Background: an optimization exercise with open tools, aiming at small area, a short achievable clock period and few clock cycles per item. Do not read the settings as production practice.
Function was checked by simulation only, so behaviour that the tests miss may differ from the original.
Power is estimated from default activity; no workload was simulated.

### config.mk
export PLATFORM = sky130hd
export DESIGN_NAME = dadda_mul
export DESIGN_NICKNAME = dadda_mul
export VERILOG_FILES = /design/flow/design.v
export SDC_FILE = /design/flow/constraint.sdc
export NUM_CORES = 4
export LEC_CHECK = 0
export CAP_MARGIN = 20
export CORE_MARGIN = 2
export CORE_UTILIZATION = 40
export SLEW_MARGIN = 20
### constraint.sdc
create_clock -name core_clock -period 3.0 [get_ports {clk}]
set_input_delay 0.6000 -clock core_clock [delete_from_list [all_inputs] [get_ports {clk}]]
set_output_delay 0.6000 -clock core_clock [all_outputs]
set_load 0.01 [all_outputs]
### design.v
`default_nettype none
package mul_pkg;
	typedef logic [16-1:0] operand_t;
	typedef logic [32-1:0] product_t;
	typedef struct packed {
		logic     valid;
		operand_t a;
		operand_t b;
	} mul_req_t;
	typedef struct packed {
		logic     valid;
		product_t product;
	} mul_rsp_t;
endpackage
`default_nettype wire
`timescale 1ns/1ps
`default_nettype none
module partial_products
(
	input  mul_pkg::operand_t                         a,
	input  mul_pkg::operand_t                         b,
	output mul_pkg::product_t [16-1:0]      rows
);
	for (genvar k = 0; k < 16; k++) begin : g_row
		mul_pkg::operand_t gated;
		mul_pkg::product_t wide;
		assign gated = a & {16{b[k]}};
		assign wide = {{(32-16){1'b0}}, gated};
		assign rows[k] = wide << k;
	end
endmodule
`default_nettype wire
`timescale 1ns/1ps
`default_nettype none
module compress_row_4_2
(
	input  mul_pkg::product_t [3:0] in_rows,
	output mul_pkg::product_t       sum_row,
	output mul_pkg::product_t       carry_row
);
	localparam int W = 32;
	logic [W:0] chain;
	mul_pkg::product_t slice_carry;
	assign chain[0] = 1'b0;
	for (genvar i = 0; i < W; i++) begin : g_slice
		logic x1;
		logic x2;
		logic x3;
		logic x4;
		logic s1;
		assign x1 = in_rows[0][i];
		assign x2 = in_rows[1][i];
		assign x3 = in_rows[2][i];
		assign x4 = in_rows[3][i];
		assign s1 = x1 ^ x2 ^ x3;
		assign chain[i+1] = (x1 & x2) | (x1 & x3) | (x2 & x3);
		assign sum_row[i] = s1 ^ x4 ^ chain[i];
		assign slice_carry[i] = (s1 & x4) | (s1 & chain[i]) | (x4 & chain[i]);
	end
	assign carry_row = {slice_carry[W-2:0], 1'b0};
endmodule
`default_nettype wire
`timescale 1ns/1ps
`default_nettype none
module reduce_stage
#(
	parameter int IN_ROWS = 16
)
(
	input  logic                          clk,
	input  logic                          rst_n,
	input  logic                          in_valid,
	input  mul_pkg::product_t [IN_ROWS-1:0]        in_rows,
	output logic                          out_valid,
	output mul_pkg::product_t [IN_ROWS/2-1:0]      out_rows
);
	localparam int OUT_ROWS = IN_ROWS / 2;
	localparam int GROUPS   = IN_ROWS / 4;
	mul_pkg::product_t [OUT_ROWS-1:0] next_rows;
	for (genvar g = 0; g < GROUPS; g++) begin : g_group
		compress_row_4_2 u_compress (
			.in_rows   (in_rows[4*g+3:4*g]),
			.sum_row   (next_rows[2*g]),
			.carry_row (next_rows[2*g+1])
		);
	end
	always_ff @(posedge clk or negedge rst_n) begin
		if (!rst_n) begin
			out_valid <= 1'b0;
		end else begin
			out_valid <= in_valid;
		end
	end
	always_ff @(posedge clk) begin
		if (in_valid) begin
			out_rows <= next_rows;
		end
	end
endmodule
`default_nettype wire
`timescale 1ns/1ps
`default_nettype none
module prefix_adder
(
	input  logic           clk,
	input  logic           rst_n,
	input  logic           in_valid,
	input  mul_pkg::product_t [1:0] in_rows,
	output mul_pkg::mul_rsp_t       rsp
);
	localparam int W      = 32;
	localparam int LEVELS = $clog2(W);
	wire mul_pkg::product_t gen_lvl  [0:LEVELS];
	wire mul_pkg::product_t prop_lvl [0:LEVELS];
	mul_pkg::product_t sum;
	mul_pkg::product_t carry_in;
	logic     rsp_valid;
	mul_pkg::product_t rsp_product;
	assign gen_lvl[0]  = in_rows[0] & in_rows[1];
	assign prop_lvl[0] = in_rows[0] ^ in_rows[1];
	for (genvar l = 0; l < LEVELS; l++) begin : g_level
		localparam int D = 1 << l;
		for (genvar i = 0; i < W; i++) begin : g_bit
			if (i >= D) begin : g_cell
				assign gen_lvl[l+1][i] = gen_lvl[l][i] |
					(prop_lvl[l][i] & gen_lvl[l][i-D]);
				assign prop_lvl[l+1][i] = prop_lvl[l][i] & prop_lvl[l][i-D];
			end else begin : g_pass
				assign gen_lvl[l+1][i]  = gen_lvl[l][i];
				assign prop_lvl[l+1][i] = prop_lvl[l][i];
			end
		end
	end
	assign carry_in = {gen_lvl[LEVELS][W-2:0], 1'b0};
	assign sum      = prop_lvl[0] ^ carry_in;
	always_ff @(posedge clk or negedge rst_n) begin
		if (!rst_n) begin
			rsp_valid <= 1'b0;
		end else begin
			rsp_valid <= in_valid;
		end
	end
	always_ff @(posedge clk) begin
		if (in_valid) begin
			rsp_product <= sum;
		end
	end
	assign rsp = {rsp_valid, rsp_product};
endmodule
`default_nettype wire
`timescale 1ns/1ps
`default_nettype none
module dadda_mul_top
(
	input  logic     clk,
	input  logic     rst_n,
	input  mul_pkg::mul_req_t req,
	output mul_pkg::mul_rsp_t rsp
);
	mul_pkg::product_t [16-1:0]   pp_rows;
	mul_pkg::product_t [16/2-1:0] l1_rows;
	mul_pkg::product_t [16/4-1:0] l2_rows;
	mul_pkg::product_t [1:0]                l3_rows;
	logic l1_valid;
	logic l2_valid;
	logic l3_valid;
	partial_products u_pp (
		.a    (req.a),
		.b    (req.b),
		.rows (pp_rows)
	);
	reduce_stage #(
		.IN_ROWS (16)
	) u_reduce_l1 (
		.clk       (clk),
		.rst_n     (rst_n),
		.in_valid  (req.valid),
		.in_rows   (pp_rows),
		.out_valid (l1_valid),
		.out_rows  (l1_rows)
	);
	reduce_stage #(
		.IN_ROWS (16/2)
	) u_reduce_l2 (
		.clk       (clk),
		.rst_n     (rst_n),
		.in_valid  (l1_valid),
		.in_rows   (l1_rows),
		.out_valid (l2_valid),
		.out_rows  (l2_rows)
	);
	reduce_stage #(
		.IN_ROWS (16/4)
	) u_reduce_l3 (
		.clk       (clk),
		.rst_n     (rst_n),
		.in_valid  (l2_valid),
		.in_rows   (l2_rows),
		.out_valid (l3_valid),
		.out_rows  (l3_rows)
	);
	prefix_adder u_add (
		.clk      (clk),
		.rst_n    (rst_n),
		.in_valid (l3_valid),
		.in_rows  (l3_rows),
		.rsp      (rsp)
	);
endmodule
`default_nettype wire
`timescale 1ns/1ps
`default_nettype none
module dadda_mul
(
	input  logic        clk,
	input  logic        rst_n,
	input  logic        req_valid,
	input  logic [15:0] req_a,
	input  logic [15:0] req_b,
	output logic        rsp_valid,
	output logic [31:0] rsp_product
);
	mul_pkg::mul_req_t req;
	mul_pkg::mul_rsp_t rsp;
	assign req = {req_valid, req_a, req_b};
	dadda_mul_top u_mul (
		.clk   (clk),
		.rst_n (rst_n),
		.req   (req),
		.rsp   (rsp)
	);
	assign rsp_valid   = rsp.valid;
	assign rsp_product = rsp.product;
endmodule
`default_nettype wire
### run.sh
#!/bin/bash
# synth_recipe.tcl (not shown) runs the flow's synth.tcl, then flattens the netlist and writes it again
# the make line also repeats each setting of config.mk as NAME=value (left out here)
make -C /OpenROAD-flow-scripts/flow DESIGN_CONFIG=/design/flow/config.mk WORK_HOME=/design/flow/orfs CLKGATE_MAP_FILE= SYNTH_SCRIPT=/design/flow/synth_recipe.tcl finish
==> notes.md <==
==> power by group through the flow <==
stage	Sequential [uW]	Combinational, uW	Clock, uW
2_1_floorplan	7040	2850	0
3_3_place_gp	7020	4570	0
3_5_place_dp	7050	4660	0
4_1_cts	6960	4680	4110
5_1_grt	7060	5280	4260
6_report	6930	4590	3970
==> routing by layer <==
metal | wire (um) | share of wire (%)
met1 | 15000 | 49
met5 | 0 | 0
met3 | 1340 | 4.4
met4 | 548 | 1.8
met2 | 13400 | 44
==> worst reg2reg max path, stage by stage, from the launching register on <==
cell and delay, ns:
edfxtp_1 0.37, ha_1 0.24, fa_1 0.46, a21o_1 0.20, a221oi_2 0.34, o21ai_2 0.18, a31oi_1 0.28, o41a_1 0.25
o21ai_2 0.08, xnor2_1 0.12
==> cell type report <==
type	count	area, um^2	area share (%)
timing repair buffer	104	1210	6.11
sequential	317	9500	47.9
inverter	53	199	1.00
tap	539	674	3.40
multi-input combinational	645	7200	36.3
clock buffer	43	906	4.57
clock inverter	18	148	0.744
==> stage by stage <==
stage | setup WS [ns] | cell area (um^2) | instances | util (%)
2_1_floorplan | 0.487 | 17000 | 1053 | -
5_1_grt | 0.104 | 19800 | 1719 | 47.2
6_report | 0.263 | 19800 | 1719 | 47.2
4_1_cts | 0.225 | 19800 | 1719 | 47.2
3_3_place_gp | 0.0992 | 18800 | 1658 | 44.7
3_5_place_dp | 0.0459 | 18800 | 1658 | 44.7
==> synthesized netlist by cell type (all sizes together) <==
master,count
a21o,9
xnor2,15
inv,53
nor2,5
nor2b,1
nand2b,2
and2b,1
o41a,1
nand3b,1
a21oi,22
dfrtp,4
nor3,1
a211o,1
or2,1
nand3,3
ha,67
a31oi,4
nand4,6
xor2,9
and3,3
o221ai,1
buf,1
fa,200
o31a,1
a211oi,1
a221oi,3
o41ai,2
o21bai,2
edfxtp,313
clkbuf,37
and2,236
o211ai,1
a41oi,1
nand2,35
o21ai,10
==> flip-flops by register name, summed over array words and instances, names as in the netlist <==
register                     count
u_mul.u_add.rsp_product         32
u_mul.u_add.rsp_valid            1
u_mul.u_reduce_l1.out_rows     140
u_mul.u_reduce_l1.out_valid      1
u_mul.u_reduce_l2.out_rows      84
u_mul.u_reduce_l2.out_valid      1
u_mul.u_reduce_l3.out_rows      57
u_mul.u_reduce_l3.out_valid      1
==> worst min-delay path by stage <==
stage | start | to | slack, ns | cells after the start
after global placement | u_mul.u_reduce_l3.out_rows[1] | u_mul.u_add.rsp_product[1] | 0.41 | 0
after global routing | rst_n | u_mul.u_add.rsp_valid | 0.29 | 1
after floorplan | rst_n | u_mul.u_add.rsp_valid | 0.30 | 0
after CTS | rst_n | u_mul.u_add.rsp_valid | 0.27 | 1
final | rst_n | u_mul.u_add.rsp_valid | 0.29 | 1
after detailed placement | u_mul.u_reduce_l1.out_rows[138] | u_mul.u_reduce_l2.out_rows[74] | 0.41 | 0
==> layout by cell type (no fill, tap or decap), types with 2 or more instances in the layout <==
cell type          n
fa_1             200
buf_4             16
a31oi_1            3
bufinv_16          2
xor2_1             9
and3_1             3
a21oi_1           22
clkdlybuf4s50_1   66
clkinv_1           3
dfrtp_1            2
xnor2_1           15
inv_1             53
o21bai_1           2
nand2b_1           2
o21ai_2            2
a221oi_1           2
clkinv_2           9
nor2_1             5
a21o_1             8
o21ai_0            7
ha_1              67
buf_12            21
edfxtp_1         313
clkbuf_16         35
nand3_1            3
nand4_1            6
nand2_1           35
clkbuf_1           8
clkinvlp_4         3
and2_1           236
==> logic make-up after synthesis <==
| logic type | count (synthesis) | synth area share [%] |
|---|---|---|
| and+or+nand+nor | 295 | 10.2 |
| adders and majority gates | 267 | 28.4 |
| xor gates and xnor gates | 24 | 1.23 |
| AOI/OAI and AO/OA | 59 | 2.36 |
| DFF | 317 | 55.7 |
| buffers and inverters | 91 | 2.01 |
==> impl_metrics.prom <==
# TYPE chip_impl_metric gauge
chip_impl_metric{name="groute.layer.met2.usage",unit="%"} 21.7
chip_impl_metric{name="synthesis_warning_total",unit=""} 6
chip_impl_metric{name="cts_resized",unit=""} 0
chip_impl_metric{name="clock.fmax",unit="GHz"} 0.365
chip_impl_metric{name="clock_tree.buffer_depth",unit=""} 3
chip_impl_metric{name="filler_cell_count",unit=""} 3645
chip_impl_metric{name="globalRouteMet3Util",unit="%"} 2.50
chip_impl_metric{name="synth.yosys.seq_area_share",unit="%"} 55.7
chip_impl_metric{name="synth_nets",unit=""} 1355
chip_impl_metric{name="part_of_the_total_power_dissipated_in_sequential_elements",unit="%"} 44.7
chip_impl_metric{name="drive_above_1_share",unit="%"} 8.22
chip_impl_info{name="crit-reg2reg-capture",value="u_mul.u_add.rsp_product[31]"} 1
chip_impl_metric{name="vias",unit=""} 8305
chip_impl_metric{name="finClkSkew",unit="ns"} 0.0171
chip_impl_metric{name="final_nets",unit=""} 1457
chip_impl_metric{name="place_congestion",unit=""} 0.762
chip_impl_metric{name="reg2reg_slack",unit="ns"} 0.26
chip_impl_info{name="tritoncts",value="built"} 1
chip_impl_info{name="grt.busiest_layer",value="met2"} 1
chip_impl_metric{name="tightestPinTransition",unit="ns"} 0.694
chip_impl_metric{name="peakVddDrop",unit="V"} 0.000347
chip_impl_info{name="critical-path-slowest-cell",value="fa_1"} 1
chip_impl_metric{name="grt_pass1_wl",unit="um"} 49600
chip_impl_metric{name="switching_share",unit="%"} 29.3
chip_impl_metric{name="cp.required",unit="ns"} 3.27
chip_impl_metric{name="hold_viol_final",unit=""} 0
chip_impl_metric{name="numCtsBuffers",unit=""} 34
chip_impl_metric{name="power.leakage",unit="uW"} 0.00768
chip_impl_metric{name="route.detailed.drc",unit=""} 0
chip_impl_info{name="critical_path.endpoint_type",value="register"} 1
chip_impl_metric{name="syn-instance-count",unit=""} 1053
chip_impl_metric{name="vias_per_cell",unit=""} 4.83
chip_impl_metric{name="yosys.area.top_type_share",unit="%"} 55.2
chip_impl_metric{name="layout_worst_path_cycle_share",unit="%"} 91.2
chip_impl_metric{name="first_global_vias",unit=""} 8965
chip_impl_metric{name="finalPower",unit="uW"} 15500
chip_impl_metric{name="pin_count",unit=""} 68
chip_impl_metric{name="drt-initial-drc-count",unit=""} 333
chip_impl_info{name="capture_point_of_the_critical_path",value="u_mul.u_add.rsp_product[31]"} 1
chip_impl_metric{name="grt_overflow",unit=""} 0
chip_impl_info{name="critical_path_cell_by_cell",value="ha_1 -> fa_1 -> a21o_1 -> a221oi_2 -> o21ai_2 -> a31oi_1 -> o41a_1 -> o21ai_2 -> xnor2_1"} 1
chip_impl_metric{name="drt-pass1-iter-count",unit=""} 4
chip_impl_metric{name="area_growth",unit="%"} 16.4
chip_impl_metric{name="cp.arrival",unit="ns"} 3.00
chip_impl_metric{name="antenna_found_initial",unit=""} 0
chip_impl_metric{name="floorplan.die_area",unit="um^2"} 44300
chip_impl_metric{name="portBuffers",unit=""} 67
chip_impl_metric{name="comb_power_share",unit="%"} 29.6
chip_impl_info{name="crit_start",value="u_mul.u_reduce_l3.out_rows[7]"} 1
chip_impl_metric{name="r2r_worst_path_depth",unit=""} 9
chip_impl_metric{name="routed_wl",unit="um"} 30300
chip_impl_metric{name="cellInternalPower",unit="uW"} 11000
chip_impl_info{name="synth_top_cells_by_area",value="edfxtp_1, fa_1, and2_1, ha_1, inv_1"} 1
chip_impl_metric{name="dpl.hpwl",unit="um"} 22400
chip_impl_metric{name="timing.critical_path.slowest_cell_delay",unit="ns"} 0.46
chip_impl_metric{name="finalSetupViolations",unit=""} 0
chip_impl_metric{name="hold_slack",unit="ns"} 0.292
chip_impl_info{name="timing.hold.worst.class",value="input port to async pin"} 1
chip_impl_metric{name="timing_max_transition_violations_final",unit=""} 0
chip_impl_info{name="timing.critical_path.mode_cell",value="o21ai_2"} 1
chip_impl_info{name="startpoint_type",value="register"} 1
chip_impl_metric{name="die_w",unit="um"} 210
chip_impl_metric{name="number_of_hold_buffers_added_after_cts",unit=""} 0
chip_impl_metric{name="global_route.usage.met1",unit="%"} 21.6
chip_impl_metric{name="power.switching",unit="uW"} 4540
chip_impl_metric{name="clock_sink_count",unit=""} 317
chip_impl_metric{name="fin_setup_tns",unit="ns"} 0
chip_impl_metric{name="die_boundary_height",unit="um"} 210
chip_impl_metric{name="detail-route-antenna-nets",unit=""} 0
chip_impl_info{name="critical-path-top-delay-family",value="compound AO/OA/AOI/OAI gates"} 1
chip_impl_metric{name="clock_tree.htree_level_count",unit=""} 2
chip_impl_metric{name="antennaDiodeCount",unit=""} 0
chip_impl_metric{name="number_of_distinct_library_cells_after_synthesis",unit=""} 42
chip_impl_metric{name="maxCapViolations",unit=""} 0
chip_impl_info{name="worst_r2r_startpoint",value="u_mul.u_reduce_l3.out_rows[7]"} 1
chip_impl_metric{name="crit_cells",unit=""} 9
chip_impl_metric{name="timing.max_slew.rel_slack",unit="%"} 53.7
chip_impl_metric{name="rows",unit=""} 75
chip_impl_metric{name="layout_min_cycle_time",unit="ns"} 2.74
chip_impl_info{name="result_of_the_run",value="finished clean"} 1
chip_impl_metric{name="post_synth_instance_area",unit="um^2"} 17000
chip_impl_info{name="path_class",value="register to register"} 1
chip_impl_metric{name="route.detailed.wl_per_inst",unit="um"} 17.6
chip_impl_metric{name="syn_area_per_cell",unit="um^2"} 16.2
chip_impl_metric{name="worst_skew_pair.late_latency",unit="ns"} 0.52
chip_impl_metric{name="power-per-cell-area",unit="nW/um^2"} 781
chip_impl_metric{name="core_region_area",unit="um^2"} 42000
chip_impl_metric{name="path_max_fanout",unit=""} 4
chip_impl_metric{name="clkPwrFrac",unit="%"} 25.6
chip_impl_metric{name="grt_max_degree",unit=""} 59
chip_impl_info{name="cts.root.buffer_cell",value="clkbuf_16"} 1
chip_impl_metric{name="crit_buf_inv",unit=""} 0
chip_impl_metric{name="yosys_register_bits",unit=""} 317
chip_impl_metric{name="postCtsSetupRepairBufs",unit=""} 0
chip_impl_info{name="setup_repair_after_global_routing_missed_its_margin",value="false"} 1
chip_impl_metric{name="clk_pin_slew",unit="ns"} 0.06
chip_impl_info{name="synth_top_cell_by_area",value="edfxtp_1"} 1
chip_impl_metric{name="start_util",unit="%"} 40.5
chip_impl_metric{name="grt_util_all_layers",unit="%"} 14.4
Testbench counts, summed over its fixed seeds: cycles 4,128, items 4,096.

==> afterwards: timing with drivers on the ports <==
The flow's constraints put no driver on any port. The routed layout listed below was extracted and timed again, unchanged, in two steps. Step 1: set_driving_cell puts a clkbuf_16 on clk and a buf_2 on each other input, an assumption about the parent block. Step 2 moves the port delays by t, midway between the first and last clock arrival at a register: inputs arrive t later, outputs are due t later. That takes back most of the time a late clock gives input paths. Three values: ideal, step 1, step 2; two values: the first two.
t (ns): 0.563
setup slack, ns: 0.263 / 0.263 / 0.009
worst setup path at the end: input to register
After both steps this run still meets setup and hold. For this run, drivers alone change the setup slack by 0.000 ns; drivers and shift together by -0.254 ns.
